This is an optimization exercise on Yosys and OpenROAD, whose aim is small area, not a production implementation.
Only simulation tests tie the RTL to the original design; equivalence was not proved.
Power is estimated from default activity; no workload was simulated.

`design.v`:
```
package regfile_pkg;
  localparam int DATA_W_DEF   = 32;
  localparam int NUM_REGS_DEF = 32;
  localparam int ZERO_ADDR    = 0;
endpackage
module rf_scoreboard
#(
  parameter int NUM_REGS = regfile_pkg::NUM_REGS_DEF,
  parameter int ZERO_REG = 1,
  parameter int BYPASS   = 1,
  localparam int ADDR_W  = $clog2(NUM_REGS),
  localparam int FIRST   = (ZERO_REG != 0) ? 1 : 0,
  localparam int NR      = NUM_REGS - FIRST
) (
  input  logic          Clk,
  input  logic          Rst_n,
  input  logic [NR-1:0] dA,
  input  logic [NR-1:0] dB,
  input  logic [NR-1:0] dW1,
  input  logic [NR-1:0] dI,
  input  logic          fwd_a,
  input  logic          fwd_b,
  input  logic          IssueVld,
  output logic          IssueStall,
  output logic          BusyA,
  output logic          BusyB,
  output logic [ADDR_W:0] PendCount
);
  logic [NR-1:0] pend_q;
  logic          hitI, hitW, hitA, hitB, anyI, accept;
  rf_orsel #(.N(NR)) u_hI (.s(dI),  .d(pend_q), .y(hitI));
  rf_orsel #(.N(NR)) u_hW (.s(dW1), .d(pend_q), .y(hitW));
  rf_orsel #(.N(NR)) u_hA (.s(dA),  .d(pend_q), .y(hitA));
  rf_orsel #(.N(NR)) u_hB (.s(dB),  .d(pend_q), .y(hitB));
  assign anyI       = ((ZERO_REG == 0) || |dI);
  assign IssueStall = IssueVld && hitI;
  assign accept     = IssueVld && !hitI && anyI;
  assign BusyA      = hitA && !fwd_a;
  assign BusyB      = hitB && !fwd_b;
  for (genvar j = 0; j < NR; j++) begin : g_pend
    rf_pend u_p (.Clk(Clk), .Rst_n(Rst_n), .set(dI[j]), .acc(accept), .clr(dW1[j]), .p(pend_q[j]));
  end
  rf_count #(.W(ADDR_W + 1)) u_cnt (
    .Clk(Clk), .Rst_n(Rst_n), .inc(accept), .dec(hitW), .cnt(PendCount));
endmodule
module rf_pend (
  input  logic Clk,
  input  logic Rst_n,
  input  logic set,
  input  logic acc,
  input  logic clr,
  output logic p
);
  always_ff @(posedge Clk or negedge Rst_n) begin
    if (!Rst_n) p <= 1'b0;
    else        p <= (set && acc) || (p && !clr);
  end
endmodule
module rf_count
#(
  parameter int W = 6
) (
  input  logic         Clk,
  input  logic         Rst_n,
  input  logic         inc,
  input  logic         dec,
  output logic [W-1:0] cnt
);
  always_ff @(posedge Clk or negedge Rst_n) begin
    if (!Rst_n)            cnt <= '0;
    else if (inc && !dec)  cnt <= cnt + 1'b1;
    else if (dec && !inc)  cnt <= cnt - 1'b1;
  end
endmodule
module regfile_mp_sb
#(
  parameter int DATA_W   = regfile_pkg::DATA_W_DEF,
  parameter int NUM_REGS = regfile_pkg::NUM_REGS_DEF,
  parameter int ZERO_REG = 1,
  parameter int BYPASS   = 1,
  localparam int ADDR_W  = $clog2(NUM_REGS)
) (
  input  logic              Clk,
  input  logic              Rst_n,
  input  logic [ADDR_W-1:0] RA,
  input  logic [ADDR_W-1:0] RB,
  output logic [DATA_W-1:0] BusA,
  output logic [DATA_W-1:0] BusB,
  input  logic [ADDR_W-1:0] RW0,
  input  logic [DATA_W-1:0] BusW0,
  input  logic              RegWr0,
  input  logic [ADDR_W-1:0] RW1,
  input  logic [DATA_W-1:0] BusW1,
  input  logic              RegWr1,
  input  logic [ADDR_W-1:0] IssueRd,
  input  logic              IssueVld,
  output logic              IssueStall,
  output logic              BusyA,
  output logic              BusyB,
  output logic [ADDR_W:0]   PendCount
);
  localparam logic [ADDR_W-1:0] ZA = ADDR_W'(regfile_pkg::ZERO_ADDR);
  localparam int FIRST = (ZERO_REG != 0) ? 1 : 0;
  localparam int NR    = NUM_REGS - FIRST;    
  localparam int SLICE = 4;
  logic [NR-1:0][DATA_W-1:0] mem_q;
  logic [NR-1:0]             vld_q, dA, dB, dW0, dW1, dI;
  logic [NR-1:0]             s0, s1, hold, selA, selB;
  logic                      bA0, bA1, bB0, bB1;
  logic                      we0, we1, nbA, nbB, vA, vB, xA, xB;
  logic                      ph_q;
  logic [DATA_W-1:0]         X0, X1;
  always_ff @(posedge Clk or negedge Rst_n) begin
    if (!Rst_n) ph_q <= 1'b0;
    else        ph_q <= !ph_q;
  end
  assign X1 = BusW1 ^ {DATA_W{ph_q}};
  assign X0 = BusW0 ^ {DATA_W{ph_q}};
  assign we1 = RegWr1 && !((ZERO_REG != 0) && (RW1 == ZA));
  assign we0 = RegWr0 && !((ZERO_REG != 0) && (RW0 == ZA)) && !(RegWr1 && (RW1 == RW0));
  assign bA1 = (BYPASS != 0) && we1 && (RW1 == RA);
  assign bA0 = (BYPASS != 0) && we0 && (RW0 == RA);
  assign bB1 = (BYPASS != 0) && we1 && (RW1 == RB);
  assign bB0 = (BYPASS != 0) && we0 && (RW0 == RB);
  assign nbA = !(bA1 || bA0);
  assign nbB = !(bB1 || bB0);
  rf_dec  #(.NR(NR), .FIRST(FIRST)) u_dA  (.a(RA),                .d(dA));
  rf_dec  #(.NR(NR), .FIRST(FIRST)) u_dB  (.a(RB),                .d(dB));
  rf_dec  #(.NR(NR), .FIRST(FIRST)) u_dI  (.a(IssueRd),           .d(dI));
  rf_dece #(.NR(NR), .FIRST(FIRST)) u_dW0 (.a(RW0), .en(we0),     .d(dW0));
  rf_dece #(.NR(NR), .FIRST(FIRST)) u_dW1 (.a(RW1), .en(RegWr1),  .d(dW1));
  assign vA = |selA;
  assign vB = |selB;
  assign xA = ph_q && (vA || !nbA);
  assign xB = ph_q && (vB || !nbB);
  rf_rdport #(.DATA_W(DATA_W), .NR(NR), .SLICE(SLICE)) u_rda (
    .sel(selA), .b1(bA1), .b0(bA0), .W1(X1), .W0(X0), .mem(mem_q), .x(xA), .rd(BusA));
  rf_rdport #(.DATA_W(DATA_W), .NR(NR), .SLICE(SLICE)) u_rdb (
    .sel(selB), .b1(bB1), .b0(bB0), .W1(X1), .W0(X0), .mem(mem_q), .x(xB), .rd(BusB));
  for (genvar j = 0; j < NR; j++) begin : g_row
    rf_rowctl u_ctl (
      .Clk(Clk), .Rst_n(Rst_n), .dW0(dW0[j]), .dW1(dW1[j]), .dA(dA[j]), .dB(dB[j]),
      .nbA(nbA), .nbB(nbB), .s0(s0[j]), .s1(s1[j]), .h(hold[j]),
      .selA(selA[j]), .selB(selB[j]), .vld(vld_q[j]));
    for (genvar k = 0; k < DATA_W / SLICE; k++) begin : g_sl
      rf_row #(.DATA_W(SLICE)) u_row (
        .Clk(Clk), .s1(s1[j]), .s0(s0[j]), .h(hold[j]),
        .X1(X1[k*SLICE +: SLICE]), .X0(X0[k*SLICE +: SLICE]),
        .q(mem_q[j][k*SLICE +: SLICE]));
    end
  end
  rf_scoreboard #(
    .NUM_REGS (NUM_REGS),
    .ZERO_REG (ZERO_REG),
    .BYPASS   (BYPASS)
  ) u_sb (
    .Clk        (Clk),
    .Rst_n      (Rst_n),
    .dA         (dA),
    .dB         (dB),
    .dW1        (dW1),
    .dI         (dI),
    .fwd_a      (bA1),
    .fwd_b      (bB1),
    .IssueVld   (IssueVld),
    .IssueStall (IssueStall),
    .BusyA      (BusyA),
    .BusyB      (BusyB),
    .PendCount  (PendCount)
  );
endmodule
module rf_rowctl (
  input  logic Clk,
  input  logic Rst_n,
  input  logic dW0,
  input  logic dW1,
  input  logic dA,
  input  logic dB,
  input  logic nbA,
  input  logic nbB,
  output logic s0,
  output logic s1,
  output logic h,
  output logic selA,
  output logic selB,
  output logic vld
);
  assign s1   = dW1;
  assign s0   = dW0;
  assign h    = !(dW0 || dW1);
  assign selA = dA && vld && nbA;
  assign selB = dB && vld && nbB;
  always_ff @(posedge Clk or negedge Rst_n) begin
    if (!Rst_n) vld <= 1'b0;
    else        vld <= vld || dW0 || dW1;
  end
endmodule
module rf_row
#(
  parameter int DATA_W = regfile_pkg::DATA_W_DEF
) (
  input  logic              Clk,
  input  logic              s1,
  input  logic              s0,
  input  logic              h,
  input  logic [DATA_W-1:0] X1,
  input  logic [DATA_W-1:0] X0,
  output logic [DATA_W-1:0] q
);
  always_ff @(posedge Clk) begin
    q <= ~(({DATA_W{s1}} & X1) | ({DATA_W{s0}} & X0) | ({DATA_W{h}} & q));
  end
endmodule
module rf_aoi3
#(
  parameter int DATA_W = regfile_pkg::DATA_W_DEF
) (
  input  logic [2:0]             s,
  input  logic [2:0][DATA_W-1:0] d,
  output logic [DATA_W-1:0]      yn
);
  assign yn = ~(({DATA_W{s[0]}} & d[0]) | ({DATA_W{s[1]}} & d[1]) |
                ({DATA_W{s[2]}} & d[2]));
endmodule
module rf_rdport
#(
  parameter int DATA_W = regfile_pkg::DATA_W_DEF,
  parameter int NR     = regfile_pkg::NUM_REGS_DEF - 1,
  parameter int SLICE  = 8,
  localparam int NT    = NR + 2,
  localparam int NG    = (NT + 2) / 3
) (
  input  logic [NR-1:0]             sel,
  input  logic                      b1,
  input  logic                      b0,
  input  logic [DATA_W-1:0]         W1,
  input  logic [DATA_W-1:0]         W0,
  input  logic [NR-1:0][DATA_W-1:0] mem,
  input  logic                      x,
  output logic [DATA_W-1:0]         rd
);
  logic [NG-1:0][DATA_W-1:0] yn;
  logic [NT-1:0]             ts;
  logic [NT*DATA_W-1:0]      td;
  assign ts = {sel, b0, b1};
  assign td = {mem, W0, W1};
  for (genvar g = 0; g < NG; g++) begin : g_grp
    localparam int NU = (3*g + 2 < NT) ? 3 : (3*g + 1 < NT) ? 2 : 1;
    for (genvar k = 0; k < DATA_W / SLICE; k++) begin : g_sl
      if (NU == 3) begin : g_3
        rf_aoi3 #(.DATA_W(SLICE)) u_aoi (
          .s(ts[3*g +: 3]),
          .d({td[(3*g+2)*DATA_W + k*SLICE +: SLICE], td[(3*g+1)*DATA_W + k*SLICE +: SLICE],
              td[(3*g)*DATA_W + k*SLICE +: SLICE]}),
          .yn(yn[g][k*SLICE +: SLICE]));
      end else if (NU == 2) begin : g_2
        assign yn[g][k*SLICE +: SLICE] =
          ~(({SLICE{ts[3*g]}} & td[(3*g)*DATA_W + k*SLICE +: SLICE]) |
            ({SLICE{ts[3*g+1]}} & td[(3*g+1)*DATA_W + k*SLICE +: SLICE]));
      end else begin : g_1
        assign yn[g][k*SLICE +: SLICE] = ~({SLICE{ts[3*g]}} & td[(3*g)*DATA_W + k*SLICE +: SLICE]);
      end
    end
  end
  always_comb begin
    rd = '0;
    for (int g = 0; g < NG; g++) rd = rd | ~yn[g];
    rd = rd ^ {DATA_W{x}};
  end
endmodule
module rf_orsel
#(
  parameter int N = regfile_pkg::NUM_REGS_DEF - 1
) (
  input  logic [N-1:0] s,
  input  logic [N-1:0] d,
  output logic         y
);
  assign y = |(s & d);
endmodule
module rf_dec
#(
  parameter int NR      = regfile_pkg::NUM_REGS_DEF - 1,
  parameter int FIRST   = 1,
  localparam int ADDR_W = $clog2(NR + FIRST)
) (
  input  logic [ADDR_W-1:0] a,
  output logic [NR-1:0]     d
);
  always_comb begin
    for (int j = 0; j < NR; j++) d[j] = (a == ADDR_W'(j + FIRST));
  end
endmodule
module rf_dece
#(
  parameter int NR      = regfile_pkg::NUM_REGS_DEF - 1,
  parameter int FIRST   = 1,
  localparam int ADDR_W = $clog2(NR + FIRST)
) (
  input  logic [ADDR_W-1:0] a,
  input  logic              en,
  output logic [NR-1:0]     d
);
  always_comb begin
    for (int j = 0; j < NR; j++) d[j] = en && (a == ADDR_W'(j + FIRST));
  end
endmodule
```
`flow/run.sh`:
```
#!/bin/bash
# The standard layout (the standard.sh) with two changes:
# * clock tree synthesis without dummy loads and with sink clusters of up to 20 flip-flops,
#   so the clock tree uses fewer and no unloaded buffers;
# * the port buffers are the platform's smallest buffer (buf_1) rather than
#   the delay buffer buffer_ports picks by default.
# Make's full output goes to flow_make.log in this folder; ORFS's per-step
# logs stay under orfs/logs/.
set -euo pipefail
CTS="-sink_clustering_enable -repair_clock_nets -dont_use_dummy_load"
CTS="$CTS -sink_clustering_size 20"
CTS="$CTS -buf_list {sky130_fd_sc_hd__clkbuf_16}"
bash standard.sh "CTS_ARGS=$CTS" "BUFFER_PORTS_ARGS=-buffer_cell sky130_fd_sc_hd__buf_1" finish > flow_make.log 2>&1
```
`standard.sh`:
```
#!/bin/bash
# synth_recipe.tcl (not shown) runs the flow's synth.tcl, then flattens the netlist and writes it again
# the make line also repeats each setting of config.mk as NAME=value (left out here)
make -C /OpenROAD-flow-scripts/flow DESIGN_CONFIG=/design/flow/config.mk WORK_HOME=/design/flow/orfs CLKGATE_MAP_FILE= SYNTH_SCRIPT=/design/flow/synth_recipe.tcl "${@:-finish}"
```
`config.mk`:
```
export PLATFORM = sky130hd
export DESIGN_NAME = regfile_mp_sb
export DESIGN_NICKNAME = regfile_mp_sb
export VERILOG_FILES = /design/flow/design.v
export SDC_FILE = /design/flow/constraint.sdc
export NUM_CORES = 4
export LEC_CHECK = 0
export CAP_MARGIN = 20
export CELL_PAD_IN_SITES_DETAIL_PLACEMENT = 1
export CELL_PAD_IN_SITES_GLOBAL_PLACEMENT = 2
export CORE_MARGIN = 2
export CORE_UTILIZATION = 40
export SLEW_MARGIN = 20
export SYNTH_HIERARCHICAL = 1
export SYNTH_MINIMUM_KEEP_SIZE = 0
```
`constraint.sdc`:
```
create_clock -name core_clock -period 9.0 [get_ports {Clk}]
set_input_delay 1.8000 -clock core_clock [delete_from_list [all_inputs] [get_ports {Clk}]]
set_output_delay 1.8000 -clock core_clock [all_outputs]
set_load 0.01 [all_outputs]
```
==> results of run 1 <==
-- metal layers --
metal	vias up	track usage [%]	routed length, um
met5	-	1.082	161
met3	1549	22.06	54820
met1	27340	59.88	102700
li1	20120	-	-
met4	10	36.46	26880
met2	6160	68.79	122700
-- cell usage after synthesis (35+ instances only) --
library cell  number  share of area, %
and3_2            62               1.0
nor3_2            64               1.4
a222oi_1        1700                37
xor2_1            80               1.5
nor2_1           190               1.6
nand3_1           75              0.82
buf_4             62               1.0
xnor2_1           77               1.5
dfxtp_1          992                43
a22oi_1           48              0.78
inv_1             35              0.29
nand2_1           39              0.32
dfrtp_1           69               3.8
nand4_1          147               2.0
-- power groups by stage --
stage	registers, uW	logic [uW]	clock network, uW
3_5_place_dp	7550	3050	0
5_1_grt	7710	3320	4390
3_3_place_gp	7460	2900	0
6_report	7600	3200	4230
4_1_cts	7490	3050	4200
2_1_floorplan	7140	1940	0
-- path summary, 6_finish.rpt --
path | to | slack [ns] | depth (start not counted) | start
setup reg to reg | u_sb.u_cnt.cnt[5] | 4.48 | 12 | u_sb.g_pend[13].u_p.p
setup / recovery | BusA[0] | 0.39 | 14 | RW1[3]
hold / removal | g_row[18].g_sl[7].u_row.q[3] | 0.47 | 1 | g_row[18].g_sl[7].u_row.q[3]
min in group asynchronous | u_sb.g_pend[21].u_p.p | 1.10 | 1 | Rst_n
max in group asynchronous | ph_q | 6.82 | 2 | Rst_n
hold reg to reg | g_row[18].g_sl[7].u_row.q[3] | 0.47 | 1 | g_row[18].g_sl[7].u_row.q[3]
-- stage by stage --
stage | std cells | area [um2] | utilization [%]
5_1_grt | 5832 | 54760 | 47.96
3_5_place_dp | 5712 | 51740 | 45.31
3_3_place_gp | 5705 | 51590 | 45.18
2_1_floorplan | 3863 | 45950 | -
6_report | 5839 | 54780 | 47.97
4_1_cts | 5831 | 54720 | 47.92
-- critical path, cell delays in order --
cell     delay [ns]
buf_1          0.42
xor2_1         0.14
nor4_1         0.32
a31oi_2        0.32
a41oi_2        0.87
and3_2         0.56
buf_4          0.53
nor4_1         0.13
nand4_1        0.14
nor2_1         0.08
a21oi_4        0.61
buf_4          0.44
xnor2_1        0.19
buf_1          0.18
-- modules after synthesis, one instance, submodules excluded, excerpt --
module	cells	area, um2
rf_rowctl	7	65.06
rf_pend	4	41.29
regfile_mp_sb	138	1120
-- cell type report --
type	count	area [um2]
fillers	11910	59410
multi-input cells	2674	25370
flip-flops and latches	1061	21590
clock buffers	119	2978
repair buffers	431	2804
well taps	1512	1892
inverters	35	131.4
diodes	7	17.52
-- registers in the layout, indices dropped and copies added (netlist names) --
| register | flops |
|---|---|
| u_sb.u_cnt.cnt | 6 |
| g_row.u_ctl.vld | 31 |
| u_sb.g_pend.u_p.p | 31 |
| g_row.g_sl.u_row.q | 992 |
| ph_q | 1 |
-- cell families (layout without fill, tap and decap cells) --
group                      after synthesis  count (layout)  share of synthesized area (%)
buffers and inverters                  128             585                          1.702
xor gates and xnor gates               157             157                          2.993
DFF                                   1061            1061                          46.98
other                                    0               7                              0
AOI/OAI and AO/OA                     1808            1808                          39.01
muxes                                    1               1                        0.02451
and+or+nand+nor                        702             702                          9.112
adders and majority gates                6               6                         0.1797
==> flow_metrics.py, run 1 <==
metrics = {
    "detailed_routing": {
        "drt_iter0_drc": 19920,
        "detail_route.first_pass.iterations": 19,
        "vias": 55180,
        "routed_via_density": 9.450,
        "drc": 0,
        "avgRoutedWirePerCell_um": 52.62,
        "ant_nets": 0,
        "wl_um": 307200,
    },
    "finish": {
        "syn_to_final_growth_pct": 19.23,
        "final_cell_mix": "a222oi_1, dfxtp_1, buf_4, buf_1, nand4_1",
        "drive_gt1_share_pct": 17.06,
        "nets": 4422,
        "final_common_cell": "a222oi_1",
    },
    "sta": {
        "slew_violations": 0,
        "fin_crit_sh_pct": 95.63,
        "grt_setup_unrepaired": "false",
        "hold_ws_ns": 0.4717,
        "skew_ns": 0.06487,
        "relSlewSlack_pct": 13.88,
        "setup_viol": 0,
        "fin_tns_setup_ns": 0,
        "worst_slew_pin_slew_ns": 1.292,
        "finalHoldViolCount": 0,
        "layout_setup_ws_ns": 0.3931,
        "max_freq_ghz": 0.1162,
        "min_period_ns": 8.607,
    },
    "clocking": {
        "cts_setup_buffers": 0,
        "h-tree-depth": 3,
        "cts.sinks": 1061,
        "cts_tree": "built",
        "clock_latency_ns": 0.72,
        "cts_buffers": 119,
        "cts.path.max_buffers": 3,
        "clock-root-buffer": "clkbuf_16",
        "ctsHoldBuffers": 0,
        "path_clk_slew_ns": 0.06,
        "post_cts_resized": 0,
    },
    "global_route": {
        "grt_pass1_wl_um": 418600,
        "grt-ovfl-total": 0,
        "grt_use_total_pct": 49.47,
        "grt_max_degree": 41,
        "antenna_found_initial": 12,
        "grt_pass1_vias": 54030,
    },
    "power": {
        "power_leakage_uw": 0.02019,
        "p_clk_share_pct": 28.1,
        "vdd_drop_max_mv": 0.1829,
        "power-per-cell-area_nw_per_um2": 274.3,
        "intPower_uw": 9843,
        "pwr-share-comb_pct": 21.3,
        "seqPwrFrac_pct": 50.6,
        "p_total_uw": 15020,
        "swShare_pct": 34.48,
        "p_switching_uw": 5181,
    },
    "synth": {
        "yosysSeqAreaShare_pct": 46.98,
        "avgSynthCellArea_um2": 11.89,
        "async_flop_share_pct": 6.503,
        "synth_edf_count": 0,
        "synth_cells": 3863,
        "ys_seq_elements": 1061,
        "ys.flop_type": "dfxtp_1",
        "netlist_area_um2": 45950,
        "synth.distinct_cells": 55,
        "synth-warning-count": 14,
    },
    "flow_run": {
        "cap_violations": 0,
    },
    "setup_path": {
        "path_class": "input pin to output pin",
        "worstPathRequired_ns": 7.20,
        "arrival_ns": 6.81,
        "end_kind": "output pin",
        "critPathLaunchType": "input pin",
        "crit_fanout": 23,
    },
    "place": {
        "dpl_worst_slack_ns": 0.7052,
        "gp_congestion": 0.9987,
        "portBuffers": 166,
        "place_hpwl_um": 185000,
    },
    "die": {
        "design.die.area_um2": 117600,
        "die_h_um": 342.9,
        "start_util_pct": 40.24,
        "core_area_um2": 114200,
        "row_count": 124,
        "die-width_um": 342.9,
        "num_io_pins": 167,
    },
    "outcome": {
        "status": "finished clean",
    },
    "hold_path": {
        "hp-class": "flop to flop",
    },
}
==> run 2: changes to the inputs <==
--- a/flow/run.sh
+++ b/flow/run.sh
@@ -2,3 +2,3 @@
 # The standard layout (the standard.sh) with two changes:
-# * clock tree synthesis without dummy loads and with sink clusters of up to 20 flip-flops,
+# * clock tree synthesis without dummy loads and with sink clusters of up to 20 flip-flops within 120 um,
 #   so the clock tree uses fewer and no unloaded buffers;
@@ -10,3 +10,3 @@
 CTS="-sink_clustering_enable -repair_clock_nets -dont_use_dummy_load"
-CTS="$CTS -sink_clustering_size 20"
+CTS="$CTS -sink_clustering_size 20 -sink_clustering_max_diameter 120"
 CTS="$CTS -buf_list {sky130_fd_sc_hd__clkbuf_16}"
==> flow_metrics.py, run 2 <==
metrics = {
    "outcome": {
        "status": "finished clean",
    },
    "detailed_routing": {
        "detail_route.first_pass.iterations": 22,
        "routed_via_density": 9.466,
        "vias": 54670,
        "drc": 0,
        "avgRoutedWirePerCell_um": 52.93,
        "drt_iter0_drc": 19980,
        "ant_nets": 0,
        "wl_um": 305700,
    },
    "synth": {
        "synth_edf_count": 0,
        "synth_top_area_share_pct": 43.22,
        "netlist_area_um2": 45950,
        "ys.flop_type": "dfxtp_1",
        "ys_top_cells_by_count": "a222oi_1, dfxtp_1, nor2_1",
        "synth-warning-count": 14,
        "synth.distinct_cells": 55,
        "yosysMostFrequentCell": "a222oi_1",
        "yosysSeqAreaShare_pct": 46.98,
        "async_flop_share_pct": 6.503,
        "ys_seq_elements": 1061,
        "synth_top_cell_by_area": "dfxtp_1",
        "synth_cells": 3863,
        "avgSynthCellArea_um2": 11.89,
        "synth.area.top_cells": "dfxtp_1, a222oi_1, dfrtp_1",
    },
    "clocking": {
        "ctsHoldBuffers": 0,
        "cts.sinks": 1061,
        "cts_setup_buffers": 0,
        "h-tree-depth": 2,
        "cts.path.max_buffers": 3,
        "post_cts_resized": 0,
        "clock_latency_ns": 0.77,
        "path_clk_slew_ns": 0.09,
        "clock-root-buffer": "clkbuf_16",
        "cts_buffers": 59,
        "cts_tree": "built",
    },
    "flow_run": {
        "cap_violations": 0,
    },
    "sta": {
        "finalHoldViolCount": 0,
        "fin_tns_setup_ns": 0,
        "skew_ns": 0.09199,
        "worst_slew_pin_slew_ns": 1.360,
        "relSlewSlack_pct": 9.348,
        "max_freq_ghz": 0.1169,
        "slew_violations": 0,
        "grt_setup_unrepaired": "false",
        "fin_crit_sh_pct": 95.06,
        "setup_viol": 0,
        "min_period_ns": 8.556,
        "hold_ws_ns": 0.4778,
    },
    "power": {
        "intPower_uw": 8701,
        "p_clk_share_pct": 21.0,
        "power-per-cell-area_nw_per_um2": 255.9,
        "seqPwrFrac_pct": 55.6,
        "p_switching_uw": 4931,
        "vdd_drop_max_mv": 0.1934,
        "power_leakage_uw": 0.01945,
        "p_total_uw": 13630,
        "swShare_pct": 36.17,
        "pwr-share-comb_pct": 23.4,
    },
    "finish": {
        "largest_register_ffs": 992,
        "utilization_pct": 46.65,
        "syn_to_final_growth_pct": 15.93,
        "final_common_cell": "a222oi_1",
        "nets": 4362,
        "final_cell_mix": "a222oi_1, dfxtp_1, buf_4, buf_1, nand4_1",
        "regMostFlops": "g_row.g_sl.u_row.q",
        "reg.largest.list": "g_row.g_sl.u_row.q (992), g_row.u_ctl.vld (31), u_sb.g_pend.u_p.p (31)",
        "drive_gt1_share_pct": 15.89,
        "fill_cells": 12000,
    },
    "place": {
        "place_hpwl_um": 185000,
        "portBuffers": 166,
        "gp_congestion": 0.9987,
    },
    "die": {
        "row_count": 124,
        "die-width_um": 342.9,
        "num_io_pins": 167,
        "design.die.area_um2": 117600,
        "die_h_um": 342.9,
        "start_util_pct": 40.24,
        "core_area_um2": 114200,
    },
    "setup_path": {
        "arrival_ns": 6.76,
        "path_class": "input pin to output pin",
        "critPathLaunchType": "input pin",
        "worstPathRequired_ns": 7.20,
        "end_kind": "output pin",
        "crit_fanout": 23,
    },
    "global_route": {
        "grt_pass1_vias": 53680,
        "grt_use_total_pct": 49.21,
        "grt_max_degree": 41,
        "antenna_found_initial": 10,
        "grt_pass1_wl_um": 416800,
        "grt-ovfl-total": 0,
    },
    "hold_path": {
        "hp-class": "flop to flop",
    },
}
[run 2: cell counts after synthesis]
No cell type changed its count.
[run 2: worst paths after layout]
kind | from | slack [ns] | endpoint | cells after the start
worst max-delay path | RW1[4] | 0.44 | BusA[0] | 14
worst min-delay path | g_row[25].g_sl[4].u_row.q[0] | 0.48 | g_row[25].g_sl[4].u_row.q[0] | 1
worst max register to register | u_sb.g_pend[13].u_p.p | 4.55 | u_sb.u_cnt.cnt[5] | 12
worst min register to register | g_row[25].g_sl[4].u_row.q[0] | 0.48 | g_row[25].g_sl[4].u_row.q[0] | 1
max in group asynchronous | Rst_n | 6.79 | ph_q | 2
min in group asynchronous | Rst_n | 1.11 | u_sb.u_cnt.cnt[3] | 1
[run 2: cell families (layout without fill, tap and decap cells)]
| kind of cell | after synthesis | count (layout) | share of synthesized area (%) |
|---|---|---|---|
| buffers and inverters | 128 | 525 | 1.702 |
| other | 0 | 3 | 0 |
| DFF | 1061 | 1061 | 46.98 |
| AOI/OAI and AO/OA | 1808 | 1808 | 39.01 |
| and+or+nand+nor | 702 | 702 | 9.112 |
| xor gates and xnor gates | 157 | 157 | 2.993 |
| muxes | 1 | 1 | 0.02451 |
| adders and majority gates | 6 | 6 | 0.1797 |
[run 2: routing by layer]
| layer | up-vias | wire length (um) | track usage, % |
|---|---|---|---|
| li1 | 20000 | - | - |
| met4 | 10 | 27360 | 36.66 |
| met1 | 26950 | 102200 | 59.90 |
| met5 | - | 181 | 0.8013 |
| met3 | 1548 | 54550 | 21.07 |
| met2 | 6153 | 121400 | 68.53 |
[run 2: metrics by stage]
stage,setup WS [ns],instance area [um2],cells
5_1_grt,0.3820,53260,5772
6_report,0.4442,53270,5775
3_3_place_gp,0.7715,51590,5705
2_1_floorplan,0.5232,45950,3863
3_5_place_dp,0.7052,51740,5712
4_1_cts,0.6935,53220,5771
[run 2: layout make-up]
class	instances	area (um2)	share of cell area (%)
antenna	3	7.507	0.01409
timing repair buffer	431	2804	5.264
inverter	35	131.4	0.2466
clock buffer	59	1476	2.772
tap	1512	1892	3.552
sequential	1061	21590	40.53
multi-input combinational	2674	25370	47.62
[run 2: power by group through the flow]
stage | combinational (uW) | clock (uW) | sequential [uW]
floorplan | 1940 | 0 | 7140
global placement | 2900 | 0 | 7460
detailed placement | 3050 | 0 | 7550
CTS | 3050 | 2840 | 7480
global route | 3320 | 2990 | 7700
finish | 3190 | 2860 | 7580
[run 2: critical path, stage by stage]
cell     delay, ns
buf_1         0.40
xor2_1        0.14
nor4_1        0.36
a31oi_2       0.32
a41oi_2       0.84
and3_2        0.54
buf_4         0.52
nor4_1        0.13
nand4_1       0.14
nor2_1        0.08
a21oi_4       0.60
buf_4         0.44
xnor2_1       0.19
buf_1         0.18
[run 2: per-module statistics from Yosys, one instance, submodules excluded, a selection]
module / cell area [um2] / flip-flops and latches
rf_rowctl: 65.06 / 1
regfile_mp_sb: 1120 / 1
rf_pend: 41.29 / 1
==> run 3: changes to the inputs <==
--- a/design.v
+++ b/design.v
@@ -109,11 +109,6 @@
   logic                      bA0, bA1, bB0, bB1;
-  logic                      we0, we1, nbA, nbB, vA, vB, xA, xB;
-  logic                      ph_q;
+  logic                      we0, we1, nbA, nbB, xA, xB;
   logic [DATA_W-1:0]         X0, X1;
-  always_ff @(posedge Clk or negedge Rst_n) begin
-    if (!Rst_n) ph_q <= 1'b0;
-    else        ph_q <= !ph_q;
-  end
-  assign X1 = BusW1 ^ {DATA_W{ph_q}};
-  assign X0 = BusW0 ^ {DATA_W{ph_q}};
+  assign X1 = BusW1;
+  assign X0 = BusW0;
   assign we1 = RegWr1 && !((ZERO_REG != 0) && (RW1 == ZA));
@@ -131,6 +126,4 @@
   rf_dece #(.NR(NR), .FIRST(FIRST)) u_dW1 (.a(RW1), .en(RegWr1),  .d(dW1));
-  assign vA = |selA;
-  assign vB = |selB;
-  assign xA = ph_q && (vA || !nbA);
-  assign xB = ph_q && (vB || !nbB);
+  assign xA = 1'b0;
+  assign xB = 1'b0;
   rf_rdport #(.DATA_W(DATA_W), .NR(NR), .SLICE(SLICE)) u_rda (
@@ -210,3 +203,3 @@
   always_ff @(posedge Clk) begin
-    q <= ~(({DATA_W{s1}} & X1) | ({DATA_W{s0}} & X0) | ({DATA_W{h}} & q));
+    q <= ({DATA_W{s1}} & X1) | ({DATA_W{s0}} & X0) | ({DATA_W{h}} & q);
   end
==> flow/run.sh (replaced) <==
#!/bin/bash
# The standard layout (the standard.sh) with three changes:
# * a222oi_1 is not used (added to DONT_USE_CELLS): its six inputs sit in one
#   row of li1 pins, and the detailed router cannot reach them cleanly when
#   the cell is used by the thousand;
# * clock tree synthesis without dummy loads and with sink clusters of up to 20 flip-flops,
#   so the clock tree uses fewer and no unloaded buffers;
# * the port buffers are the platform's smallest buffer (buf_1) rather than
#   the delay buffer buffer_ports picks by default.
# Make's full output goes to flow_make.log in this folder; ORFS's per-step
# logs stay under orfs/logs/.
set -euo pipefail
DU="sky130_fd_sc_hd__probe_p_8 sky130_fd_sc_hd__probec_p_8 sky130_fd_sc_hd__lpflow_bleeder_1 sky130_fd_sc_hd__lpflow_clkbufkapwr_1 sky130_fd_sc_hd__lpflow_clkbufkapwr_16 sky130_fd_sc_hd__lpflow_clkbufkapwr_2 sky130_fd_sc_hd__lpflow_clkbufkapwr_4 sky130_fd_sc_hd__lpflow_clkbufkapwr_8 sky130_fd_sc_hd__lpflow_clkinvkapwr_1 sky130_fd_sc_hd__lpflow_clkinvkapwr_16 sky130_fd_sc_hd__lpflow_clkinvkapwr_2 sky130_fd_sc_hd__lpflow_clkinvkapwr_4 sky130_fd_sc_hd__lpflow_clkinvkapwr_8 sky130_fd_sc_hd__lpflow_decapkapwr_12 sky130_fd_sc_hd__lpflow_decapkapwr_3 sky130_fd_sc_hd__lpflow_decapkapwr_4 sky130_fd_sc_hd__lpflow_decapkapwr_6 sky130_fd_sc_hd__lpflow_decapkapwr_8 sky130_fd_sc_hd__lpflow_inputiso0n_1 sky130_fd_sc_hd__lpflow_inputiso0p_1 sky130_fd_sc_hd__lpflow_inputiso1n_1 sky130_fd_sc_hd__lpflow_inputiso1p_1 sky130_fd_sc_hd__lpflow_inputisolatch_1 sky130_fd_sc_hd__lpflow_isobufsrc_1 sky130_fd_sc_hd__lpflow_isobufsrc_16 sky130_fd_sc_hd__lpflow_isobufsrc_2 sky130_fd_sc_hd__lpflow_isobufsrc_4 sky130_fd_sc_hd__lpflow_isobufsrc_8 sky130_fd_sc_hd__lpflow_isobufsrckapwr_16 sky130_fd_sc_hd__lpflow_lsbuf_lh_hl_isowell_tap_1 sky130_fd_sc_hd__lpflow_lsbuf_lh_hl_isowell_tap_2 sky130_fd_sc_hd__lpflow_lsbuf_lh_hl_isowell_tap_4 sky130_fd_sc_hd__lpflow_lsbuf_lh_isowell_4 sky130_fd_sc_hd__lpflow_lsbuf_lh_isowell_tap_1 sky130_fd_sc_hd__lpflow_lsbuf_lh_isowell_tap_2 sky130_fd_sc_hd__lpflow_lsbuf_lh_isowell_tap_4  sky130_fd_sc_hd__a222oi_1"
CTS="-sink_clustering_enable -repair_clock_nets -dont_use_dummy_load"
CTS="$CTS -sink_clustering_size 20"
CTS="$CTS -buf_list {sky130_fd_sc_hd__clkbuf_16}"
bash standard.sh "DONT_USE_CELLS=$DU" "CTS_ARGS=$CTS" "BUFFER_PORTS_ARGS=-buffer_cell sky130_fd_sc_hd__buf_1" finish > flow_make.log 2>&1
==> flow_metrics.py, run 3 <==
metrics = {
    "detailed_routing": {
        "routed_via_density": 7.040,
        "wl_um": 324800,
        "ant_nets": 0,
        "drt_iter0_drc": 7854,
        "avgRoutedWirePerCell_um": 37.44,
        "vias": 61080,
        "drc": 0,
        "detail_route.first_pass.iterations": 6,
    },
    "die": {
        "core_area_um2": 131300,
        "design.die.area_um2": 135000,
        "start_util_pct": 40.25,
        "die_h_um": 367.5,
        "num_io_pins": 167,
        "die-width_um": 367.5,
        "row_count": 133,
    },
    "clocking": {
        "post_cts_resized": 0,
        "cts.sinks": 1060,
        "cts_tree": "built",
        "path_clk_slew_ns": 0.05,
        "cts_buffers": 130,
        "cts.path.max_buffers": 3,
        "ctsHoldBuffers": 0,
        "h-tree-depth": 4,
        "clock_latency_ns": 0.74,
        "clock-root-buffer": "clkbuf_16",
        "cts_setup_buffers": 0,
    },
    "power": {
        "power-per-cell-area_nw_per_um2": 235.7,
        "power_leakage_uw": 0.02638,
        "vdd_drop_max_mv": 0.1641,
    },
    "place": {
        "portBuffers": 166,
        "place_hpwl_um": 204700,
        "gp_congestion": 0.9393,
        "dpl_worst_slack_ns": 0.9422,
    },
    "global_route": {
        "grt_max_degree": 69,
        "grt_pass1_vias": 59530,
        "grt_use_total_pct": 46.37,
        "grt-ovfl-total": 0,
        "grt_pass1_wl_um": 451100,
        "antenna_found_initial": 6,
    },
    "outcome": {
        "status": "finished clean",
    },
    "synth": {
        "synth_top_area_share_pct": 37.58,
        "ys_top_cells_by_count": "nand2_1, a22oi_1, dfxtp_1",
        "synth.area.top_cells": "dfxtp_1, a22oi_1, nand2_1",
        "synth_edf_count": 0,
        "ys_seq_elements": 1060,
        "yosysMostFrequentCell": "nand2_1",
        "synth.distinct_cells": 55,
        "synth_cells": 6459,
        "async_flop_share_pct": 6.415,
        "ys.flop_type": "dfxtp_1",
        "avgSynthCellArea_um2": 8.182,
        "netlist_area_um2": 52840,
        "synth-warning-count": 13,
        "synth_top_cell_by_area": "dfxtp_1",
        "yosysSeqAreaShare_pct": 40.80,
    },
    "setup_path": {
        "max_stage_delay_ns": 1.09,
        "end_kind": "output pin",
        "crit_fanout": 32,
        "worst-r2r-setup-slack_ns": 5.19,
        "critPathLaunchType": "input pin",
        "critPathTopFamily": "simple AND/OR/NAND/NOR gates",
        "path_class": "input pin to output pin",
        "arrival_ns": 6.53,
        "crit_buf_inv": 2,
        "worstPathRequired_ns": 7.20,
        "cp_slowest_cell": "and3_2",
        "cp_common_cell": "buf_1",
        "crit_chain": "buf_1 > xor2_1 > nor4_2 > a31oi_4 > a41oi_4 > and3_2 > a22o_1 > a21oi_1 > nand4_1 > nor3_2 > xnor2_1 > buf_1",
    },
    "finish": {
        "final_common_cell": "nand2_1",
        "nets": 7017,
        "final_cell_mix": "nand2_1, a22oi_1, dfxtp_1, a22o_1, a21oi_1",
        "syn_to_final_growth_pct": 15.55,
        "drive_gt1_share_pct": 10.51,
        "regMostFlops": "g_row.g_sl.u_row.q",
        "reg.largest.list": "g_row.g_sl.u_row.q (992), g_row.u_ctl.vld (31), u_sb.g_pend.u_p.p (31)",
        "layout.area.seq_um2": 21560,
        "fill_cells": 15710,
        "utilization_pct": 46.51,
        "largest_register_ffs": 992,
        "multi_input_area_um2": 31280,
    },
    "sta": {
        "grt_setup_unrepaired": "false",
        "max_freq_ghz": 0.1200,
        "finalHoldViolCount": 0,
        "hold_ws_ns": 0.4527,
        "fin_crit_sh_pct": 92.56,
        "fin_tns_setup_ns": 0,
        "min_period_ns": 8.331,
        "layout_setup_ws_ns": 0.6693,
        "setup_viol": 0,
        "skew_ns": 0.02108,
        "relSlewSlack_pct": 18.79,
        "slew_violations": 0,
        "worst_slew_pin_slew_ns": 1.215,
    },
    "flow_run": {
        "cap_violations": 0,
    },
    "hold_path": {
        "hp-class": "flop to flop",
    },
}
[run 3: cell types whose count changed after synthesis, sizes merged, moves of 2 or more]
cell,change
a21oi,+702
a222oi,-1700
a22o,+704
a22oi,+996
buf,-6
nand2,+1988
nand3,-2
nand4,-2
nor2,-3
nor3,-2
nor4,-14
xor2,-64
[run 3: power by group]
part           internal (uW)  total [uW]  switching [uW]
Clock                   2530        4580            2060
Combinational           1030        2760            1730
Sequential              5950        7050            1100
Total                   9500       14400            4890
[run 3: logic make-up (layout without fill, tap and decap cells)]
kind of cell	count (synthesis)	in the layout	synth area share [%]
DFF	1060	1060	40.80
buffers and inverters	120	575	1.409
adders and majority gates	6	6	0.1563
muxes	1	1	0.02131
AOI/OAI and AO/OA	2511	2511	34.24
and+or+nand+nor	2667	2667	21.82
other	1	8	0.007096
xor gates and xnor gates	93	93	1.541
[run 3: routing by layer]
metal | part of all wire, % | global-route usage (%) | up-vias | routed length, um
met5 | 0.012 | 0 | - | 38
met4 | 8.1 | 32.72 | 6 | 26430
met3 | 12 | 14.27 | 1072 | 39550
met2 | 41 | 66.61 | 4026 | 133100
met1 | 39 | 58.81 | 30730 | 125700
li1 | - | - | 25250 | -
[run 3: stage by stage]
stage,std cells,instance area [um2],total power [uW]
2_1_floorplan,6460,52850,8390
3_3_place_gp,8536,57700,9600
3_5_place_dp,8538,57740,9756
4_1_cts,8668,61000,14290
5_1_grt,8670,61050,14960
6_report,8676,61060,14390
[run 3: final timing paths]
kind	from	to	cells past startpoint
max	RW1[4]	BusA[27]	12
min	g_row[8].g_sl[7].u_row.q[2]	g_row[8].g_sl[7].u_row.q[2]	2
max reg2reg	u_sb.g_pend[4].u_p.p	u_sb.u_cnt.cnt[5]	14
min reg2reg	g_row[8].g_sl[7].u_row.q[2]	g_row[8].g_sl[7].u_row.q[2]	2
max in group asynchronous	Rst_n	u_sb.g_pend[14].u_p.p	2
min in group asynchronous	Rst_n	g_row[11].u_ctl.vld	2
[run 3: worst min-delay path: cells and delay by family, from the launching register on]
| family | cells | cell delay [ns] |
|---|---|---|
| DFF | 1 | 0.31 |
| and+or+nand+nor | 2 | 0.10 |
[run 3: per-module statistics from Yosys, one instance, submodules excluded, a selection]
module         area, um2  cells inside  flip-flops and latches
rf_rowctl          65.06             7                       1
regfile_mp_sb      395.4            42                       0
rf_pend            41.29             4                       1
[run 3: cell type report]
cell class	count	share of cell area, %
multi-input combinational	5280	51.23
sequential	1060	35.31
timing repair buffer	411	4.303
tap	1755	3.596
clock buffer	130	5.327
inverter	34	0.2090
antenna	6	0.02459
==> run 4: changes to the inputs <==
--- a/flow/run.sh
+++ b/flow/run.sh
@@ -14,3 +14,3 @@
 CTS="-sink_clustering_enable -repair_clock_nets -dont_use_dummy_load"
-CTS="$CTS -sink_clustering_size 20"
+CTS="$CTS -sink_clustering_size 20 -sink_clustering_max_diameter 120"
 CTS="$CTS -buf_list {sky130_fd_sc_hd__clkbuf_16}"
--- a/config.mk
+++ b/config.mk
@@ -7,3 +7,3 @@
 export LEC_CHECK = 0
-export CAP_MARGIN = 20
+export CAP_MARGIN = 10
 export CELL_PAD_IN_SITES_DETAIL_PLACEMENT = 1
@@ -12,3 +12,3 @@
 export CORE_UTILIZATION = 40
-export SLEW_MARGIN = 20
+export SLEW_MARGIN = 10
 export SYNTH_HIERARCHICAL = 1
==> flow_metrics.py, run 4 <==
metrics = {
    "finish": {
        "reg.largest.list": "g_row.g_sl.u_row.q (992), g_row.u_ctl.vld (31), u_sb.g_pend.u_p.p (31)",
        "nets": 6943,
        "regMostFlops": "g_row.g_sl.u_row.q",
        "syn_to_final_growth_pct": 12.07,
        "drive_gt1_share_pct": 9.545,
        "largest_register_ffs": 992,
        "final_common_cell": "nand2_1",
        "final_cell_mix": "nand2_1, a22oi_1, dfxtp_1, a22o_1, a21oi_1",
    },
    "synth": {
        "netlist_area_um2": 52840,
        "ys_top_cells_by_count": "nand2_1, a22oi_1, dfxtp_1",
        "synth_top_area_share_pct": 37.58,
        "ys_seq_elements": 1060,
        "avgSynthCellArea_um2": 8.182,
        "synth.area.top_cells": "dfxtp_1, a22oi_1, nand2_1",
        "async_flop_share_pct": 6.415,
        "ys.flop_type": "dfxtp_1",
        "synth_top_cell_by_area": "dfxtp_1",
        "synth_cells": 6459,
        "synth_edf_count": 0,
        "synth-warning-count": 13,
        "synth.distinct_cells": 55,
        "yosysMostFrequentCell": "nand2_1",
        "yosysSeqAreaShare_pct": 40.80,
    },
    "clocking": {
        "ctsHoldBuffers": 0,
        "cts_setup_buffers": 0,
        "path_clk_slew_ns": 0.08,
        "cts.path.max_buffers": 3,
        "cts.sinks": 1060,
        "cts_buffers": 59,
        "cts_tree": "built",
        "clock-root-buffer": "clkbuf_16",
        "clock_latency_ns": 0.72,
        "h-tree-depth": 2,
        "post_cts_resized": 0,
    },
    "sta": {
        "skew_ns": 0.01748,
        "min_period_ns": 8.401,
        "grt_setup_unrepaired": "false",
        "fin_tns_setup_ns": 0,
        "worst_slew_pin_slew_ns": 1.313,
        "relSlewSlack_pct": 12.28,
        "setup_viol": 0,
        "hold_ws_ns": 0.4556,
        "fin_crit_sh_pct": 93.35,
        "max_freq_ghz": 0.1190,
        "finalHoldViolCount": 0,
        "layout_setup_ws_ns": 0.5987,
        "slew_violations": 0,
    },
    "place": {
        "portBuffers": 166,
        "place_hpwl_um": 204600,
        "dpl_worst_slack_ns": 0.8936,
        "gp_congestion": 0.9393,
    },
    "detailed_routing": {
        "avgRoutedWirePerCell_um": 37.51,
        "drt_iter0_drc": 8287,
        "wl_um": 322700,
        "wl_met3_um": 39010,
        "met2WireLength_um": 132400,
        "ant_nets": 0,
        "detail_route.first_pass.iterations": 6,
        "drc": 0,
        "vias": 60280,
        "top_layer": "met5",
        "routed_via_density": 7.006,
        "wl_met1_um": 125000,
    },
    "global_route": {
        "grt_pass1_wl_um": 447600,
        "antenna_found_initial": 8,
        "grt_max_degree": 69,
        "grt_use_total_pct": 45.92,
        "grt-ovfl-total": 0,
        "grt_pass1_vias": 58510,
    },
    "hold_path": {
        "min_delay_path_depth": 2,
        "hp-class": "flop to flop",
    },
    "setup_path": {
        "critPathLaunchType": "input pin",
        "reg2reg_depth": 14,
        "startpoint": "RW1[4]",
        "path_class": "input pin to output pin",
        "crit_cells": 14,
        "worst-r2r-setup-slack_ns": 5.13,
        "r2r-end": "u_sb.u_cnt.cnt[5]",
        "max_stage_delay_ns": 0.68,
        "critPathTopFamily": "buffers and inverters",
        "arrival_ns": 6.60,
        "crit_fanout": 22,
        "crit_chain": "buf_1 > xor2_1 > nor4_2 > a31oi_4 > a41oi_4 > buf_4 > and3_2 > buf_4 > a22o_1 > a21oi_1 > nand3_1 > nor3_2 > xnor2_1 > buf_1",
        "rr_startpoint": "u_sb.g_pend[4].u_p.p",
        "critPathCapture": "BusA[22]",
        "cp_slowest_cell": "a41oi_4",
        "end_kind": "output pin",
        "crit_buf_inv": 4,
        "worstPathRequired_ns": 7.20,
    },
    "power": {
        "power_leakage_uw": 0.02547,
        "vdd_drop_max_mv": 0.1783,
        "power-per-cell-area_nw_per_um2": 214.7,
    },
    "die": {
        "num_io_pins": 167,
        "die-width_um": 367.5,
        "core_area_um2": 131300,
        "start_util_pct": 40.25,
        "die_h_um": 367.5,
        "design.die.area_um2": 135000,
        "row_count": 133,
    },
    "flow_run": {
        "cap_violations": 0,
    },
    "outcome": {
        "status": "finished clean",
    },
}
## run 4: changes by cell type in the layout (fill, tap and decap cells not counted)
cell and change:
buf_4 +1, buf_16 -1, buf_12 -2, clkbuf_16 -71, diode_2 +2, buf_6 -1
## run 4: worst min-delay path by stage
stage | slack (ns) | from | to
4_1_cts | 0.46 | g_row[2].g_sl[5].u_row.q[2] | g_row[2].g_sl[5].u_row.q[2]
6_report | 0.46 | g_row[2].g_sl[5].u_row.q[2] | g_row[2].g_sl[5].u_row.q[2]
2_1_floorplan | 0.43 | g_row[11].g_sl[0].u_row.q[2] | g_row[11].g_sl[0].u_row.q[2]
3_5_place_dp | 0.45 | g_row[11].g_sl[6].u_row.q[2] | g_row[11].g_sl[6].u_row.q[2]
3_3_place_gp | 0.44 | g_row[23].g_sl[1].u_row.q[2] | g_row[23].g_sl[1].u_row.q[2]
5_1_grt | 0.48 | g_row[7].g_sl[1].u_row.q[2] | g_row[7].g_sl[1].u_row.q[2]
## run 4: report_power, final
group | leakage [uW] | switching (uW) | internal, uW
sequential | 0.00905 | 1100 | 5930
clock | 0.000727 | 1760 | 1160
combinational | 0.0157 | 1730 | 1030
## run 4: through the flow
stage | power, uW | instance area, um2 | std cells | utilization (%)
final | 12710 | 59220 | 8604 | 45.10
after global routing | 13250 | 59200 | 8596 | 45.09
after CTS | 12600 | 59200 | 8596 | 45.09
after detailed placement | 9758 | 57720 | 8537 | 43.96
after global placement | 9600 | 57700 | 8536 | 43.94
after floorplan | 8390 | 52850 | 6460 | -
## run 4: worst reg2reg max path: stages, from the launching register on
cell and delay (ns):
dfrtp_1 0.47, a22o_1 0.25, a221oi_2 0.17, nand3_1 0.14, or4_1 0.57, inv_1 0.07
o211a_1 0.15, buf_4 0.33, ha_1 0.31, inv_1 0.15, ha_1 0.35, a21oi_1 0.27
o21bai_1 0.16, nand4_1 0.09, a221o_1 0.26
## run 4: layout make-up
type                    count  area, um2
fillers                 15860      72080
multi-input cells        5280      31280
flip-flops and latches   1060      21560
repair buffers            408       2556
well taps                1755       2196
clock buffers              59       1476
inverters                  34      127.6
diodes                      8      20.02
## run 4: layer usage
layer	track usage (%)	up-vias
met5	0	-
met4	32.38	4
met3	13.13	971
met2	66.24	3968
met1	58.66	30250
li1	-	25090
## run 4: Yosys stat by module, one instance, submodules excluded, excerpt
module	flops+latches	copies in the design
rf_pend	1	31
regfile_mp_sb	0	1
rf_rowctl	1	31
## run 4: cells by family after synthesis
logic type	count (synthesis)	share of synthesized area [%]
AO/OA/AOI/OAI	2511	34.24
XOR/XNOR	93	1.541
adder cells (fa/ha/maj)	6	0.1563
buffers and inverters	120	1.409
flip-flops	1060	40.80
multiplexers	1	0.02131
other	1	0.007096
AND/OR/NAND/NOR	2667	21.82
==> run 5: changes to the inputs <==
--- a/flow/run.sh
+++ b/flow/run.sh
@@ -5,3 +5,3 @@
 #   the cell is used by the thousand;
-# * clock tree synthesis without dummy loads and with sink clusters of up to 20 flip-flops,
+# * clock tree synthesis without dummy loads and with sink clusters of up to 20 flip-flops within 120 um,
 #   so the clock tree uses fewer and no unloaded buffers;
==> flow_metrics.py, run 5 <==
metrics = {
    "sta": {
        "min_period_ns": 8.401,
        "slew_violations": 0,
        "skew_ns": 0.01748,
        "fin_crit_sh_pct": 93.35,
        "setup_viol": 0,
        "max_freq_ghz": 0.1190,
        "layout_setup_ws_ns": 0.5987,
        "fin_tns_setup_ns": 0,
        "grt_setup_unrepaired": "false",
        "relSlewSlack_pct": 12.28,
        "worst_slew_pin_slew_ns": 1.313,
        "finalHoldViolCount": 0,
        "hold_ws_ns": 0.4556,
    },
    "clocking": {
        "cts_buffers": 59,
        "post_cts_resized": 0,
        "clock_latency_ns": 0.72,
        "ctsHoldBuffers": 0,
        "clock-root-buffer": "clkbuf_16",
        "path_clk_slew_ns": 0.08,
        "cts_setup_buffers": 0,
        "h-tree-depth": 2,
        "cts_tree": "built",
        "cts.path.max_buffers": 3,
        "cts.sinks": 1060,
    },
    "place": {
        "place_hpwl_um": 204600,
        "gp_congestion": 0.9393,
        "portBuffers": 166,
        "post-place-cells": 8537,
        "dpl_worst_slack_ns": 0.8936,
        "dpl-instance-area_um2": 57720,
    },
    "die": {
        "num_io_pins": 167,
        "design.die.area_um2": 135000,
        "die-width_um": 367.5,
        "start_util_pct": 40.25,
        "die_h_um": 367.5,
        "core_area_um2": 131300,
        "row_count": 133,
    },
    "finish": {
        "fin_area_um2": 59220,
        "nets": 6943,
        "final_cell_mix": "nand2_1, a22oi_1, dfxtp_1, a22o_1, a21oi_1",
        "final_common_cell": "nand2_1",
        "syn_to_final_growth_pct": 12.07,
        "regMostFlops": "g_row.g_sl.u_row.q",
        "reg.largest.list": "g_row.g_sl.u_row.q (992), g_row.u_ctl.vld (31), u_sb.g_pend.u_p.p (31)",
        "stdcell_count": 8604,
        "drive_gt1_share_pct": 9.545,
        "largest_register_ffs": 992,
    },
    "detailed_routing": {
        "ant_nets": 0,
        "routed_via_density": 7.006,
        "vias": 60280,
        "avgRoutedWirePerCell_um": 37.51,
        "detail_route.first_pass.iterations": 6,
        "wl_um": 322700,
        "drc": 0,
        "drt_iter0_drc": 8287,
    },
    "power": {
        "power-per-cell-area_nw_per_um2": 214.7,
        "power_leakage_uw": 0.02547,
        "vdd_drop_max_mv": 0.1783,
    },
    "synth": {
        "async_flop_share_pct": 6.415,
        "ys.flop_type": "dfxtp_1",
        "yosysSeqAreaShare_pct": 40.80,
        "netlist_area_um2": 52840,
        "synth_top_area_share_pct": 37.58,
        "avgSynthCellArea_um2": 8.182,
        "synth.distinct_cells": 55,
        "synth_top_cell_by_area": "dfxtp_1",
        "synth-warning-count": 13,
        "synth_cells": 6459,
        "ys_seq_elements": 1060,
        "yosysMostFrequentCell": "nand2_1",
        "synth_edf_count": 0,
        "synth.area.top_cells": "dfxtp_1, a22oi_1, nand2_1",
        "ys_top_cells_by_count": "nand2_1, a22oi_1, dfxtp_1",
    },
    "global_route": {
        "grt_pass1_vias": 58510,
        "grt_pass1_wl_um": 447600,
        "grt-ovfl-total": 0,
        "grt_use_total_pct": 45.92,
        "grt_max_degree": 69,
        "antenna_found_initial": 8,
    },
    "setup_path": {
        "end_kind": "output pin",
        "critPathLaunchType": "input pin",
        "worstPathRequired_ns": 7.20,
        "arrival_ns": 6.60,
        "crit_fanout": 22,
        "path_class": "input pin to output pin",
    },
    "outcome": {
        "status": "finished clean",
    },
    "flow_run": {
        "cap_violations": 0,
    },
    "hold_path": {
        "hp-class": "flop to flop",
    },
}
## run 5: logic make-up after synthesis
| kind of cell | share of synthesized area [%] |
|---|---|
| compound gates | 34.24 |
| xor+xnor | 1.541 |
| fa+ha+maj | 0.1563 |
| buf+inv | 1.409 |
| flops | 40.80 |
| mux | 0.02131 |
| other cells | 0.007096 |
| simple gates | 21.82 |
## run 5: cell type report
type                       count  area (um2)
inverter                      34       127.6
timing repair buffer         408        2556
tap                         1755        2196
clock buffer                  59        1476
antenna                        8       20.02
multi-input combinational   5280       31280
fill                       15860       72080
sequential                  1060       21560
## run 5: path summary, 6_finish.rpt
| path | start | to | slack (ns) | depth (start not counted) |
|---|---|---|---|---|
| min | g_row[2].g_sl[5].u_row.q[2] | g_row[2].g_sl[5].u_row.q[2] | 0.46 | 2 |
| max reg2reg | u_sb.g_pend[4].u_p.p | u_sb.u_cnt.cnt[5] | 5.13 | 14 |
| min reg2reg | g_row[2].g_sl[5].u_row.q[2] | g_row[2].g_sl[5].u_row.q[2] | 0.46 | 2 |
| max in group asynchronous | Rst_n | g_row[15].u_ctl.vld | 6.85 | 2 |
| max | RW1[4] | BusA[22] | 0.60 | 14 |
| min in group asynchronous | Rst_n | u_sb.g_pend[12].u_p.p | 1.40 | 2 |
## run 5: critical path, stage by stage
cell	delay, ns
buf_1	0.55
xor2_1	0.18
nor4_2	0.39
a31oi_4	0.24
a41oi_4	0.68
buf_4	0.31
and3_2	0.66
buf_4	0.41
a22o_1	0.18
a21oi_1	0.04
nand3_1	0.28
nor3_2	0.09
xnor2_1	0.47
buf_1	0.22
## run 5: layer usage
layer  vias up  track usage, %  wire, um
met5         -               0        24
met4         4           32.38     26320
met3       971           13.13     39010
met2      3968           66.24    132400
met1     30250           58.66    125000
li1      25090               -         -
## run 5: per-module statistics from Yosys, one instance, submodules excluded, excerpt
module / times used / cell area (um2)
rf_rowctl: 31 / 65.06
regfile_mp_sb: 1 / 395.4
rf_pend: 31 / 41.29
## run 5: power breakdown
part	leakage, uW	internal [uW]	switching (uW)
logic	0.0157	1030	1730
clock network	0.000727	1160	1760
registers	0.00905	5930	1100
## run 5: stage by stage
stage                     total power [uW]  util [%]
after CTS                            12600     45.09
after floorplan                       8390         -
after global placement                9600     43.94
after global routing                 13250     45.09
final                                12710     45.10
after detailed placement              9758     43.96
==> run 6: changes to the inputs <==
--- a/flow/run.sh
+++ b/flow/run.sh
@@ -5,3 +5,3 @@
 #   the cell is used by the thousand;
-# * clock tree synthesis without dummy loads and with sink clusters of up to 20 flip-flops within 120 um,
+# * clock tree synthesis without dummy loads and with sink clusters of up to 25 flip-flops,
 #   so the clock tree uses fewer and no unloaded buffers;
@@ -14,3 +14,3 @@
 CTS="-sink_clustering_enable -repair_clock_nets -dont_use_dummy_load"
-CTS="$CTS -sink_clustering_size 20 -sink_clustering_max_diameter 120"
+CTS="$CTS -sink_clustering_size 25 -sink_clustering_max_diameter 100"
 CTS="$CTS -buf_list {sky130_fd_sc_hd__clkbuf_16}"
==> flow_metrics.py, run 6 <==
metrics = {
    "detailed_routing": {
        "wl_um": 322300,
        "drt_iter0_drc": 8200,
        "detail_route.first_pass.iterations": 6,
        "ant_nets": 0,
        "vias": 60240,
        "drc": 0,
        "routed_via_density": 7.008,
        "avgRoutedWirePerCell_um": 37.50,
    },
    "synth": {
        "ys.flop_type": "dfxtp_1",
        "synth_edf_count": 0,
        "synth_cells": 6459,
        "synth_fa_ha_area_share_pct": 0.1563,
        "ys_seq_elements": 1060,
        "synth.area.top_cells": "dfxtp_1, a22oi_1, nand2_1",
        "yosysMostFrequentCell": "nand2_1",
        "synth.distinct_cells": 55,
        "yosys.area_share.simple_pct": 21.82,
        "synth_top_cell_by_area": "dfxtp_1",
        "synth_top_area_share_pct": 37.58,
        "netlist_area_um2": 52840,
        "synth_xor_area_share_pct": 1.541,
        "yosysSeqAreaShare_pct": 40.80,
        "avgSynthCellArea_um2": 8.182,
        "synth-warning-count": 13,
        "synth-compound-area-share_pct": 34.24,
        "synth_top_family_by_area": "compound AO/OA/AOI/OAI gates",
        "muxShareOfSynthArea_pct": 0.02131,
        "async_flop_share_pct": 6.415,
        "ys_top_cells_by_count": "nand2_1, a22oi_1, dfxtp_1",
    },
    "clocking": {
        "cts_buffers": 52,
        "cts.sinks": 1060,
        "h-tree-depth": 2,
        "cts_tree": "built",
        "ctsHoldBuffers": 0,
        "post_cts_resized": 0,
        "clock-root-buffer": "clkbuf_16",
        "path_clk_slew_ns": 0.09,
        "clock_latency_ns": 0.71,
        "cts.path.max_buffers": 3,
        "cts_setup_buffers": 0,
    },
    "place": {
        "place_hpwl_um": 204600,
        "portBuffers": 166,
        "dpl-instance-area_um2": 57720,
        "dpl_worst_slack_ns": 0.8936,
        "gp_congestion": 0.9393,
        "post-place-cells": 8537,
    },
    "die": {
        "start_util_pct": 40.25,
        "row_count": 133,
        "num_io_pins": 167,
        "die-width_um": 367.5,
        "design.die.area_um2": 135000,
        "die_h_um": 367.5,
        "core_area_um2": 131300,
    },
    "setup_path": {
        "rr_startpoint": "u_sb.g_pend[4].u_p.p",
        "crit_buf_inv": 4,
        "reg2reg_depth": 14,
        "critPathTopFamily": "buffers and inverters",
        "worstPathRequired_ns": 7.20,
        "arrival_ns": 6.56,
        "critPathCapture": "BusA[22]",
        "crit_cells": 14,
        "path_class": "input pin to output pin",
        "crit_fanout": 22,
        "worst-r2r-setup-slack_ns": 5.14,
        "crit_chain": "buf_1 > xor2_1 > nor4_2 > a31oi_4 > a41oi_4 > buf_4 > and3_2 > buf_4 > a22o_1 > a21oi_1 > nand3_1 > nor3_2 > xnor2_1 > buf_1",
        "max_stage_delay_ns": 0.69,
        "end_kind": "output pin",
        "r2r-end": "u_sb.u_cnt.cnt[5]",
        "startpoint": "RW1[4]",
        "cp_slowest_cell": "a41oi_4",
        "critPathLaunchType": "input pin",
    },
    "sta": {
        "slew_violations": 0,
        "worst_slew_pin_slew_ns": 1.298,
        "fin_crit_sh_pct": 92.89,
        "skew_ns": 0.02323,
        "min_period_ns": 8.360,
        "fin_tns_setup_ns": 0,
        "grt_setup_unrepaired": "false",
        "max_freq_ghz": 0.1196,
        "setup_viol": 0,
        "relSlewSlack_pct": 13.24,
        "layout_setup_ws_ns": 0.6403,
        "finalHoldViolCount": 0,
    },
    "finish": {
        "final_cell_mix": "nand2_1, a22oi_1, dfxtp_1, a22o_1, a21oi_1",
        "fin_area_um2": 59040,
        "reg.largest.list": "g_row.g_sl.u_row.q (992), g_row.u_ctl.vld (31), u_sb.g_pend.u_p.p (31)",
        "syn_to_final_growth_pct": 11.72,
        "largest_register_ffs": 992,
        "stdcell_count": 8595,
        "drive_gt1_share_pct": 9.453,
        "regMostFlops": "g_row.g_sl.u_row.q",
        "final_common_cell": "nand2_1",
        "nets": 6936,
    },
    "power": {
        "power_leakage_uw": 0.02538,
        "p_total_uw": 12550,
        "power-per-cell-area_nw_per_um2": 212.5,
        "vdd_drop_max_mv": 0.1564,
    },
    "global_route": {
        "grt_max_degree": 69,
        "grt_pass1_wl_um": 446800,
        "grt_pass1_vias": 58500,
        "antenna_found_initial": 9,
        "grt-ovfl-total": 0,
        "grt_use_total_pct": 45.84,
    },
    "flow_run": {
        "cap_violations": 0,
    },
    "outcome": {
        "status": "finished clean",
    },
    "hold_path": {
        "hp-class": "flop to flop",
    },
}
## run 6: how the worst min path moves through the flow
stage,cells past startpoint,startpoint,slack (ns),to
final,2,g_row[1].g_sl[5].u_row.q[2],0.46,g_row[1].g_sl[5].u_row.q[2]
after global routing,2,g_row[7].g_sl[1].u_row.q[2],0.48,g_row[7].g_sl[1].u_row.q[2]
after CTS,2,g_row[1].g_sl[5].u_row.q[2],0.46,g_row[1].g_sl[5].u_row.q[2]
after detailed placement,2,g_row[11].g_sl[6].u_row.q[2],0.45,g_row[11].g_sl[6].u_row.q[2]
after global placement,2,g_row[23].g_sl[1].u_row.q[2],0.44,g_row[23].g_sl[1].u_row.q[2]
after floorplan,2,g_row[11].g_sl[0].u_row.q[2],0.43,g_row[11].g_sl[0].u_row.q[2]
## run 6: metrics by stage
stage,hold WS (ns),utilization (%)
after floorplan,0.4306,-
after global placement,0.4365,43.94
after detailed placement,0.4468,43.96
after CTS,0.4599,44.96
after global routing,0.4782,44.96
final,0.4578,44.97
## run 6: cell type report
| cell class | count | area [um2] |
|---|---|---|
| fillers | 15870 | 72260 |
| multi-input cells | 5280 | 31280 |
| flip-flops and latches | 1060 | 21560 |
| repair buffers | 408 | 2556 |
| well taps | 1755 | 2196 |
| clock buffers | 52 | 1301 |
| inverters | 34 | 127.6 |
| diodes | 6 | 15.01 |
## run 6: routing by layer
layer / vias up / part of all wire, % / GRT usage (%) / wire (um)
li1: 25060 / - / - / -
met1: 30300 / 39 / 58.57 / 125100
met2: 3900 / 41 / 65.74 / 131900
met3: 968 / 12 / 13.32 / 38490
met4: 12 / 8.3 / 32.69 / 26670
met5: - / 0.035 / 0.2493 / 113
## run 6: Yosys stat by module, one instance, submodules excluded, a selection
module         flip-flops and latches  cell area [um2]
rf_pend                             1            41.29
rf_rowctl                           1            65.06
regfile_mp_sb                       0            395.4
## run 6: kinds of logic (layout without fill, tap and decap cells)
family | Yosys count | count (layout)
buffers and inverters | 120 | 494
other | 1 | 8
adder cells (fa/ha/maj) | 6 | 6
AND/OR/NAND/NOR | 2667 | 2667
flip-flops | 1060 | 1060
multiplexers | 1 | 1
AO/OA/AOI/OAI | 2511 | 2511
XOR/XNOR | 93 | 93
## run 6: where the power goes
group	switching, uW	total (uW)	leakage, uW	internal [uW]
logic	1720	2750	0.0157	1030
registers	1100	7040	0.00905	5930
clock network	1720	2760	0.000641	1030
total	4550	12500	0.0254	7990
## run 6: worst min-delay path, stage by stage, from the launching register on
cell and delay [ns]:
dfxtp_1 0.33, nand2_1 0.06, nand2_1 0.04

port drivers added, routing unchanged:
How much do the figures lean on ideal ports? The routed layouts below were timed once more, with nothing changed but the port constraints. Step 1, drivers: a clkbuf_16 drives Clk and a buf_2 each remaining input, both assumed. Step 2 times the ports against the registers' clock, not the clock port: input delays grow and output delays shrink by t, the midpoint of the rising clock arrivals with the driver on. Slacks: ideal ports / drivers / drivers and shift; pairs: ideal ports / drivers.
run | t (ns) | slack for setup (ns) | slew at the worst register clock pin (ns) | worst data-port slew with drivers (ns)
run 1 | 0.790 | 0.393 / 0.365 / 0.365 | 0.07 / 0.07 | 0.06
run 2 | 0.783 | 0.444 / 0.413 / 0.413 | 0.10 / 0.10 | 0.06
run 3 | 0.831 | 0.669 / 0.607 / 0.607 | 0.06 / 0.06 | 0.06
run 4 | 0.801 | 0.599 / 0.539 / 0.539 | 0.10 / 0.10 | 0.07
run 5 | 0.801 | 0.599 / 0.539 / 0.539 | 0.10 / 0.10 | 0.07
run 6 | 0.782 | 0.640 / 0.580 / 0.580 | 0.12 / 0.12 | 0.06
After both steps setup and hold are still met in every run listed. The setup slack of run 3, which loses most, moves by -0.062 ns with the drivers and by -0.062 ns with both steps.
